This design comes from an exercise in tuning for small area on the open sky130 flow, not from production work.
Function was checked by simulation only, so behaviour that the tests miss may differ from the original.
Power and IR drop assume default switching activity.

==> run a: inputs <==
==> flow/design.v <==
`default_nettype none
package mipsPkg;
	localparam int DataWidth = 32;
	localparam int RegAddrWidth = 5;
	localparam int RegCount = 32;
	typedef logic [DataWidth-1:0] word_t;
	typedef logic [RegAddrWidth-1:0] regAddr_t;
endpackage
`default_nettype wire
`timescale 1ns/1ps
`default_nettype none
module mux2c (
	input logic a,
	input logic b,
	input logic s,
	output logic q
);
	assign q = s ? b : a;
endmodule
module mux4c (
	input logic [3:0] d,
	input logic [1:0] s,
	output logic q
);
	assign q = s[1] ? (s[0] ? d[3] : d[2]) : (s[0] ? d[1] : d[0]);
endmodule
module nand2c (
	input logic a,
	input logic b,
	output logic q
);
	assign q = !(a && b);
endmodule
module regWritePredec (
	input logic [4:0] dest,
	input logic wen,
	input logic clr,
	output logic [3:0] hi,
	output logic [7:0] lo
);
	always_comb begin
		for (int j = 0; j < 4; j++)
			hi[j] = clr || (wen && dest[4:3] == j[1:0]);
		for (int j = 0; j < 8; j++)
			lo[j] = clr || (dest[2:0] == j[2:0]);
	end
endmodule
module regReadMux (
	input logic [31:0] bits,
	input logic [4:0] addr,
	output logic q
);
	logic [7:0] l1;
	logic [1:0] l2;
	genvar i;
	generate
		for (i = 0; i < 8; i++) begin : g_l1
			mux4c u_m (.d(bits[4*i+3:4*i]), .s(addr[1:0]), .q(l1[i]));
		end
		for (i = 0; i < 2; i++) begin : g_l2
			mux4c u_m (.d(l1[4*i+3:4*i]), .s(addr[3:2]), .q(l2[i]));
		end
	endgenerate
	mux2c u_m3 (.a(l2[0]), .b(l2[1]), .s(addr[4]), .q(q));
endmodule
module immMux (
	input logic [15:0] imm,
	input logic [4:0] ph,
	output logic q
);
	logic [3:0] l1;
	logic l2;
	genvar i;
	generate
		for (i = 0; i < 4; i++) begin : g_l1
			mux4c u_m (.d(imm[4*i+3:4*i]), .s(ph[1:0]), .q(l1[i]));
		end
	endgenerate
	mux4c u_m2 (.d(l1), .s(ph[3:2]), .q(l2));
	mux2c u_m3 (.a(l2), .b(imm[15]), .s(ph[4]), .q(q));
endmodule
`default_nettype wire
`timescale 1ns/1ps
`default_nettype none
module mipsCore (
	input logic clk,
	input logic reset,
	input logic instrReq,
	input mipsPkg::word_t instr,
	output logic instrAck,
	output logic regWrite,
	output mipsPkg::regAddr_t regWrAddr,
	output mipsPkg::word_t regWrData
);
	logic [5:0] opc, fn;
	logic [4:0] rsF, rtF, rdF, sa;
	logic isAddi, isR, isShift, isAlu, valid, isLeft, isSra, isSub, isAnd;
	assign opc = instr[31:26];
	assign fn = instr[5:0];
	assign rsF = instr[25:21];
	assign rtF = instr[20:16];
	assign rdF = instr[15:11];
	assign sa = instr[10:6];
	assign isAddi = (opc == 6'b001000);
	assign isR = (opc == 6'b000000);
	assign isShift = isR && (fn[5:2] == 4'b0000) && (fn[1:0] != 2'b01);
	assign isAlu = isR && (fn[5:3] == 3'b100) && (fn[0] == 1'b0) && (fn[2:1] != 2'b11);
	assign valid = isAddi || isShift || isAlu;
	assign isLeft = !fn[1];
	assign isSra = fn[0];
	assign isSub = !isAddi && fn[1];
	assign isAnd = !isAddi && fn[2];
	logic [4:0] ph;
	logic run, cpy, ack, wr, clr;
	logic [3:0] q;
	logic c, d0, d1;
	logic [31:0] o;
	logic [31:0] rbits;
	logic [4:0] dest, raddr;
	logic rbit, wbit, last, wen;
	logic [31:0] rf [1:31];
	assign dest = isAddi ? rtF : rdF;
	assign raddr = cpy ? rtF : rsF;
	assign rbits[0] = 1'b0;
	regReadMux u_rd (.bits(rbits), .addr(raddr), .q(rbit));
	logic [3:0] selHi;
	logic [7:0] selLo;
	regWritePredec u_dec (.dest(dest), .wen(wen), .clr(clr), .hi(selHi), .lo(selLo));
	genvar gi;
	generate
		for (gi = 1; gi < 32; gi++) begin : g_reg
			logic [31:0] ring;
			logic ins, selN;
			nand2c u_sel (.a(selHi[gi / 8]), .b(selLo[gi % 8]), .q(selN));
			mux2c u_ins (.a(wbit), .b(ring[0]), .s(selN), .q(ins));
			always_ff @(posedge clk)
				ring <= {ins, ring[31:1]};
			assign rbits[gi] = ring[0];
		end
	endgenerate
	logic immBit, srcB, cin, bb, sum, cout, alu, lres, rres, res, onext;
	immMux u_imm (.imm(instr[15:0]), .ph(ph), .q(immBit));
	assign srcB = isAddi ? immBit : rbit;
	assign cin = (ph == 5'd0) ? isSub : c;
	assign bb = o[0] ^ isSub;
	assign sum = rbit ^ bb ^ cin;
	assign cout = (rbit & bb) | (cin & (rbit ^ bb));
	assign alu = isAnd ? (rbit & o[0]) : sum;
	logic k1, k2;
	assign k1 = (q == 4'd0) && sa[0];
	assign k2 = (q != 4'd0);
	always_comb begin
		if (k2)
			lres = (ph[4:1] == 4'd0) ? 1'b0 : d1;
		else if (k1)
			lres = (ph == 5'd0) ? 1'b0 : d0;
		else
			lres = o[0];
		if (k2)
			rres = (ph == 5'd31) ? (isSra & o[0]) : (ph == 5'd30) ? (isSra & o[1]) : o[2];
		else if (k1)
			rres = (ph == 5'd31) ? (isSra & o[0]) : o[1];
		else
			rres = o[0];
	end
	assign res = isShift ? (isLeft ? lres : rres) : alu;
	assign onext = cpy ? srcB : res;
	assign last = isShift ? (q == sa[4:1]) : 1'b1;
	assign wen = run && !cpy && last;
	assign wbit = res && !clr;
	always_ff @(posedge clk) begin
		o <= {onext, o[31:1]};
		d0 <= o[0];
		d1 <= d0;
		c <= cout;
		if (reset) begin
			ph <= '0;
			run <= 1'b0;
			ack <= 1'b0;
			wr <= 1'b0;
			clr <= 1'b1;
		end else begin
			ph <= ph + 5'd1;
			wr <= 1'b0;
			if (ph == 5'd31)
				clr <= 1'b0;
			if (ack && !instrReq)
				ack <= 1'b0;
			if (!run && !ack && instrReq) begin
				if (!valid) begin
					ack <= 1'b1;  
				end else if (ph == 5'd31) begin
					run <= 1'b1;
					cpy <= 1'b1;
					q <= '0;
				end
			end
			if (run && ph == 5'd31) begin
				if (cpy) begin
					cpy <= 1'b0;
				end else if (last) begin
					run <= 1'b0;
					ack <= 1'b1;
					wr <= 1'b1;
				end else begin
					q <= q + 4'd1;
				end
			end
		end
	end
	assign instrAck = ack;
	assign regWrite = wr;
	assign regWrAddr = dest;
	assign regWrData = o;
endmodule
`default_nettype wire
==> flow/flow/run.sh <==
#!/bin/bash
# Own layout flow: the standard flow (standard.sh, unchanged synthesis),
# with three layout changes:
#  - port buffers use the smallest buffer cell (buf_1);
#  - after floorplan, combinational cells are swapped for the smallest cell of
#    the same function (later repair steps upsize where timing needs it);
#  - clock tree synthesis without dummy loads and with larger sink clusters.
set -euo pipefail
here=$(pwd)
export BUFFER_PORTS_ARGS="-buffer_cell sky130_fd_sc_hd__buf_1"
export POST_FLOORPLAN_TCL="$here/flow/downsize.tcl"
export CTS_ARGS="-sink_clustering_enable -repair_clock_nets -dont_use_dummy_load -buf_list sky130_fd_sc_hd__clkbuf_8 -sink_clustering_size 20 -sink_clustering_max_diameter 50"
bash standard.sh > "$here/standard.log" 2>&1
==> flow/flow/downsize.tcl <==
sta::make_equiv_cells [get_libs *]
# Swap every combinational cell for the smallest cell of the same function
# (same footprint pins); flip-flops and physical cells are left alone.
set n 0; set saved 0.0
foreach inst [get_cells *] {
  set lc [get_lib_cell -of_objects $inst]
  if {$lc == ""} continue
  set name [get_name $lc]
  if {[string match *df* $name] || [string match *tap* $name] || [string match *fill* $name] || [string match *conb* $name]} continue
  set equivs [sta::find_equiv_cells $lc]
  if {[llength $equivs] < 2} continue
  set best $lc; set barea [get_property $lc area]
  foreach e $equivs {
    set en [get_name $e]; if {[string match *lpflow* $en] || [string match *probe* $en]} continue
    set a [get_property $e area]
    if {$a < $barea} { set best $e; set barea $a }
  }
  if {[get_name $best] ne $name} {
    set saved [expr {$saved + [get_property $lc area] - $barea}]
    replace_cell $inst [get_name $best]
    incr n
  }
}
puts "downsize: replaced $n cells, saved [format %.1f $saved] um2"
==> flow/standard.sh <==
#!/bin/bash
# synth_recipe.tcl (not shown) runs the flow's synth.tcl, then flattens the netlist and writes it again
# the make line also repeats each setting of config.mk as NAME=value (left out here)
make -C /OpenROAD-flow-scripts/flow DESIGN_CONFIG=/design/flow/config.mk WORK_HOME=/design/flow/orfs CLKGATE_MAP_FILE= SYNTH_SCRIPT=/design/flow/synth_recipe.tcl "${@:-finish}"
==> flow/config.mk <==
export PLATFORM = sky130hd
export DESIGN_NAME = mipsCore
export DESIGN_NICKNAME = mipsCore
export VERILOG_FILES = /design/flow/design.v
export SDC_FILE = /design/flow/constraint.sdc
export NUM_CORES = 4
export LEC_CHECK = 0
export CAP_MARGIN = 20
export CORE_MARGIN = 2
export CORE_UTILIZATION = 40
export CTS_BUF_LIST = sky130_fd_sc_hd__clkbuf_8
export CTS_CLUSTER_DIAMETER = 50
export CTS_CLUSTER_SIZE = 20
export SLEW_MARGIN = 20
export SYNTH_HIERARCHICAL = 1
export SYNTH_MINIMUM_KEEP_SIZE = 0
==> flow/constraint.sdc <==
create_clock -name core_clock -period 10.0 [get_ports {clk}]
set_input_delay 2.0000 -clock core_clock [delete_from_list [all_inputs] [get_ports {clk}]]
set_output_delay 2.0000 -clock core_clock [all_outputs]
set_load 0.01 [all_outputs]
==> run b (differences from run a) <==
==> flow/config.mk (replaced) <==
export PLATFORM = sky130hd
export DESIGN_NAME = mipsCore
export DESIGN_NICKNAME = mipsCore
export VERILOG_FILES = /design/flow/design.v
export SDC_FILE = /design/flow/constraint.sdc
export NUM_CORES = 4
export LEC_CHECK = 0
export CAP_MARGIN = 20
export CORE_MARGIN = 2
export CORE_UTILIZATION = 70
export PLACE_DENSITY = 0.9
export SLEW_MARGIN = 20
export SYNTH_HIERARCHICAL = 1
export SYNTH_MINIMUM_KEEP_SIZE = 0
==> run c (differences from run a) <==
--- a/flow/design.v
+++ b/flow/design.v
@@ -6,79 +6,6 @@
 	typedef logic [DataWidth-1:0] word_t;
 	typedef logic [RegAddrWidth-1:0] regAddr_t;
 endpackage
-`default_nettype wire
-`timescale 1ns/1ps
-`default_nettype none
-module mux2c (
-	input logic a,
-	input logic b,
-	input logic s,
-	output logic q
-);
-	assign q = s ? b : a;
-endmodule
-module mux4c (
-	input logic [3:0] d,
-	input logic [1:0] s,
-	output logic q
-);
-	assign q = s[1] ? (s[0] ? d[3] : d[2]) : (s[0] ? d[1] : d[0]);
-endmodule
-module nand2c (
-	input logic a,
-	input logic b,
-	output logic q
-);
-	assign q = !(a && b);
-endmodule
-module regWritePredec (
-	input logic [4:0] dest,
-	input logic wen,
-	input logic clr,
-	output logic [3:0] hi,
-	output logic [7:0] lo
-);
-	always_comb begin
-		for (int j = 0; j < 4; j++)
-			hi[j] = clr || (wen && dest[4:3] == j[1:0]);
-		for (int j = 0; j < 8; j++)
-			lo[j] = clr || (dest[2:0] == j[2:0]);
-	end
-endmodule
-module regReadMux (
-	input logic [31:0] bits,
-	input logic [4:0] addr,
-	output logic q
-);
-	logic [7:0] l1;
-	logic [1:0] l2;
-	genvar i;
-	generate
-		for (i = 0; i < 8; i++) begin : g_l1
-			mux4c u_m (.d(bits[4*i+3:4*i]), .s(addr[1:0]), .q(l1[i]));
-		end
-		for (i = 0; i < 2; i++) begin : g_l2
-			mux4c u_m (.d(l1[4*i+3:4*i]), .s(addr[3:2]), .q(l2[i]));
-		end
-	endgenerate
-	mux2c u_m3 (.a(l2[0]), .b(l2[1]), .s(addr[4]), .q(q));
-endmodule
-module immMux (
-	input logic [15:0] imm,
-	input logic [4:0] ph,
-	output logic q
-);
-	logic [3:0] l1;
-	logic l2;
-	genvar i;
-	generate
-		for (i = 0; i < 4; i++) begin : g_l1
-			mux4c u_m (.d(imm[4*i+3:4*i]), .s(ph[1:0]), .q(l1[i]));
-		end
-	endgenerate
-	mux4c u_m2 (.d(l1), .s(ph[3:2]), .q(l2));
-	mux2c u_m3 (.a(l2), .b(imm[15]), .s(ph[4]), .q(q));
-endmodule
 `default_nettype wire
 `timescale 1ns/1ps
 `default_nettype none
@@ -122,24 +49,18 @@
 	assign dest = isAddi ? rtF : rdF;
 	assign raddr = cpy ? rtF : rsF;
 	assign rbits[0] = 1'b0;
-	regReadMux u_rd (.bits(rbits), .addr(raddr), .q(rbit));
-	logic [3:0] selHi;
-	logic [7:0] selLo;
-	regWritePredec u_dec (.dest(dest), .wen(wen), .clr(clr), .hi(selHi), .lo(selLo));
+	assign rbit = rbits[raddr];
 	genvar gi;
 	generate
 		for (gi = 1; gi < 32; gi++) begin : g_reg
 			logic [31:0] ring;
-			logic ins, selN;
-			nand2c u_sel (.a(selHi[gi / 8]), .b(selLo[gi % 8]), .q(selN));
-			mux2c u_ins (.a(wbit), .b(ring[0]), .s(selN), .q(ins));
 			always_ff @(posedge clk)
-				ring <= {ins, ring[31:1]};
+				ring <= {(clr || (wen && dest == gi)) ? wbit : ring[0], ring[31:1]};
 			assign rbits[gi] = ring[0];
 		end
 	endgenerate
 	logic immBit, srcB, cin, bb, sum, cout, alu, lres, rres, res, onext;
-	immMux u_imm (.imm(instr[15:0]), .ph(ph), .q(immBit));
+	assign immBit = ph[4] ? instr[15] : instr[ph[3:0]];
 	assign srcB = isAddi ? immBit : rbit;
 	assign cin = (ph == 5'd0) ? isSub : c;
 	assign bb = o[0] ^ isSub;
==> flow/run.sh (new file) <==
#!/bin/bash
# synth_recipe.tcl (not shown) runs the flow's synth.tcl, then flattens the netlist and writes it again
# the make line also repeats each setting of config.mk as NAME=value (left out here)
make -C /OpenROAD-flow-scripts/flow DESIGN_CONFIG=/design/flow/config.mk WORK_HOME=/design/flow/orfs CLKGATE_MAP_FILE= SYNTH_SCRIPT=/design/flow/synth_recipe.tcl finish
--- a/flow/config.mk
+++ b/flow/config.mk
@@ -12,5 +12,3 @@
 export CTS_CLUSTER_DIAMETER = 50
 export CTS_CLUSTER_SIZE = 20
 export SLEW_MARGIN = 20
-export SYNTH_HIERARCHICAL = 1
-export SYNTH_MINIMUM_KEEP_SIZE = 0
removed: flow/flow/run.sh
removed: flow/flow/downsize.tcl
removed: flow/standard.sh
==> run d (differences from run a) <==
--- a/flow/design.v
+++ b/flow/design.v
@@ -6,79 +6,6 @@
 	typedef logic [DataWidth-1:0] word_t;
 	typedef logic [RegAddrWidth-1:0] regAddr_t;
 endpackage
-`default_nettype wire
-`timescale 1ns/1ps
-`default_nettype none
-module mux2c (
-	input logic a,
-	input logic b,
-	input logic s,
-	output logic q
-);
-	assign q = s ? b : a;
-endmodule
-module mux4c (
-	input logic [3:0] d,
-	input logic [1:0] s,
-	output logic q
-);
-	assign q = s[1] ? (s[0] ? d[3] : d[2]) : (s[0] ? d[1] : d[0]);
-endmodule
-module nand2c (
-	input logic a,
-	input logic b,
-	output logic q
-);
-	assign q = !(a && b);
-endmodule
-module regWritePredec (
-	input logic [4:0] dest,
-	input logic wen,
-	input logic clr,
-	output logic [3:0] hi,
-	output logic [7:0] lo
-);
-	always_comb begin
-		for (int j = 0; j < 4; j++)
-			hi[j] = clr || (wen && dest[4:3] == j[1:0]);
-		for (int j = 0; j < 8; j++)
-			lo[j] = clr || (dest[2:0] == j[2:0]);
-	end
-endmodule
-module regReadMux (
-	input logic [31:0] bits,
-	input logic [4:0] addr,
-	output logic q
-);
-	logic [7:0] l1;
-	logic [1:0] l2;
-	genvar i;
-	generate
-		for (i = 0; i < 8; i++) begin : g_l1
-			mux4c u_m (.d(bits[4*i+3:4*i]), .s(addr[1:0]), .q(l1[i]));
-		end
-		for (i = 0; i < 2; i++) begin : g_l2
-			mux4c u_m (.d(l1[4*i+3:4*i]), .s(addr[3:2]), .q(l2[i]));
-		end
-	endgenerate
-	mux2c u_m3 (.a(l2[0]), .b(l2[1]), .s(addr[4]), .q(q));
-endmodule
-module immMux (
-	input logic [15:0] imm,
-	input logic [4:0] ph,
-	output logic q
-);
-	logic [3:0] l1;
-	logic l2;
-	genvar i;
-	generate
-		for (i = 0; i < 4; i++) begin : g_l1
-			mux4c u_m (.d(imm[4*i+3:4*i]), .s(ph[1:0]), .q(l1[i]));
-		end
-	endgenerate
-	mux4c u_m2 (.d(l1), .s(ph[3:2]), .q(l2));
-	mux2c u_m3 (.a(l2), .b(imm[15]), .s(ph[4]), .q(q));
-endmodule
 `default_nettype wire
 `timescale 1ns/1ps
 `default_nettype none
@@ -122,24 +49,18 @@
 	assign dest = isAddi ? rtF : rdF;
 	assign raddr = cpy ? rtF : rsF;
 	assign rbits[0] = 1'b0;
-	regReadMux u_rd (.bits(rbits), .addr(raddr), .q(rbit));
-	logic [3:0] selHi;
-	logic [7:0] selLo;
-	regWritePredec u_dec (.dest(dest), .wen(wen), .clr(clr), .hi(selHi), .lo(selLo));
+	assign rbit = rbits[raddr];
 	genvar gi;
 	generate
 		for (gi = 1; gi < 32; gi++) begin : g_reg
 			logic [31:0] ring;
-			logic ins, selN;
-			nand2c u_sel (.a(selHi[gi / 8]), .b(selLo[gi % 8]), .q(selN));
-			mux2c u_ins (.a(wbit), .b(ring[0]), .s(selN), .q(ins));
 			always_ff @(posedge clk)
-				ring <= {ins, ring[31:1]};
+				ring <= {(clr || (wen && dest == gi)) ? wbit : ring[0], ring[31:1]};
 			assign rbits[gi] = ring[0];
 		end
 	endgenerate
 	logic immBit, srcB, cin, bb, sum, cout, alu, lres, rres, res, onext;
-	immMux u_imm (.imm(instr[15:0]), .ph(ph), .q(immBit));
+	assign immBit = ph[4] ? instr[15] : instr[ph[3:0]];
 	assign srcB = isAddi ? immBit : rbit;
 	assign cin = (ph == 5'd0) ? isSub : c;
 	assign bb = o[0] ^ isSub;
==> flow/run.sh (new file) <==
#!/bin/bash
# synth_recipe.tcl (not shown) runs the flow's synth.tcl, then flattens the netlist and writes it again
# the make line also repeats each setting of config.mk as NAME=value (left out here)
make -C /OpenROAD-flow-scripts/flow DESIGN_CONFIG=/design/flow/config.mk WORK_HOME=/design/flow/orfs CLKGATE_MAP_FILE= SYNTH_SCRIPT=/design/flow/synth_recipe.tcl finish
==> flow/config.mk (replaced) <==
export PLATFORM = sky130hd
export DESIGN_NAME = mipsCore
export DESIGN_NICKNAME = mipsCore
export VERILOG_FILES = /design/flow/design.v
export SDC_FILE = /design/flow/constraint.sdc
export NUM_CORES = 4
export LEC_CHECK = 0
export CAP_MARGIN = 20
export CORE_MARGIN = 2
export CORE_UTILIZATION = 40
export CTS_BUF_LIST = sky130_fd_sc_hd__clkbuf_4
export SLEW_MARGIN = 20
removed: flow/flow/run.sh
removed: flow/flow/downsize.tcl
removed: flow/standard.sh
==> summary of the runs <==
- Via count: run d > run c > run b > run a.
- In flip-flop and latch count, run c and run b do not differ.
- Power: run a is higher than run b (2.0%).
- Final area, lowest first: run b, run a, run c, run d.
- Core utilization, lowest first: run a, run c, run d, run b.
- Clock skew, highest first: run a, run b, run d, run c.
- Against run a, the clock power of run c is lower by about 3%.
- Of run b and run c, run c has the higher synthesized area (gap about 1.1%, measured against run c).
- The lowest first-iteration DRC count belongs to run a, the highest to run d.
- Sequential share of layout area, lowest first: run d, run c, run a, run b.

what the ideal ports hide:
The flow's constraints put no driver on any port. The routed layouts listed below were extracted and timed again, unchanged, in two steps. Step 1 assumes that a clkbuf_16 drives the clock port and a buf_2 every other input. Step 2 times the ports against the registers' clock, not the clock port: input delays grow and output delays shrink by t, the midpoint of the rising clock arrivals with the driver on. Slacks: ideal / step 1 / step 2; pairs: ideal / step 1.
run	t, ns	setup WS [ns]	latest minus earliest clock arrival (ns)
run a	0.650	4.497 / 4.477 / 4.477	0.088 / 0.088
run b	0.639	4.517 / 4.496 / 4.075	0.086 / 0.087
run c	0.714	3.146 / 3.123 / 3.123	0.046 / 0.046
run d	0.938	3.172 / 3.149 / 3.149	0.055 / 0.054
After both steps setup and hold are still met in every run listed. The setup slack of run b, which loses most, moves by -0.021 ns with the drivers and by -0.442 ns with both steps.
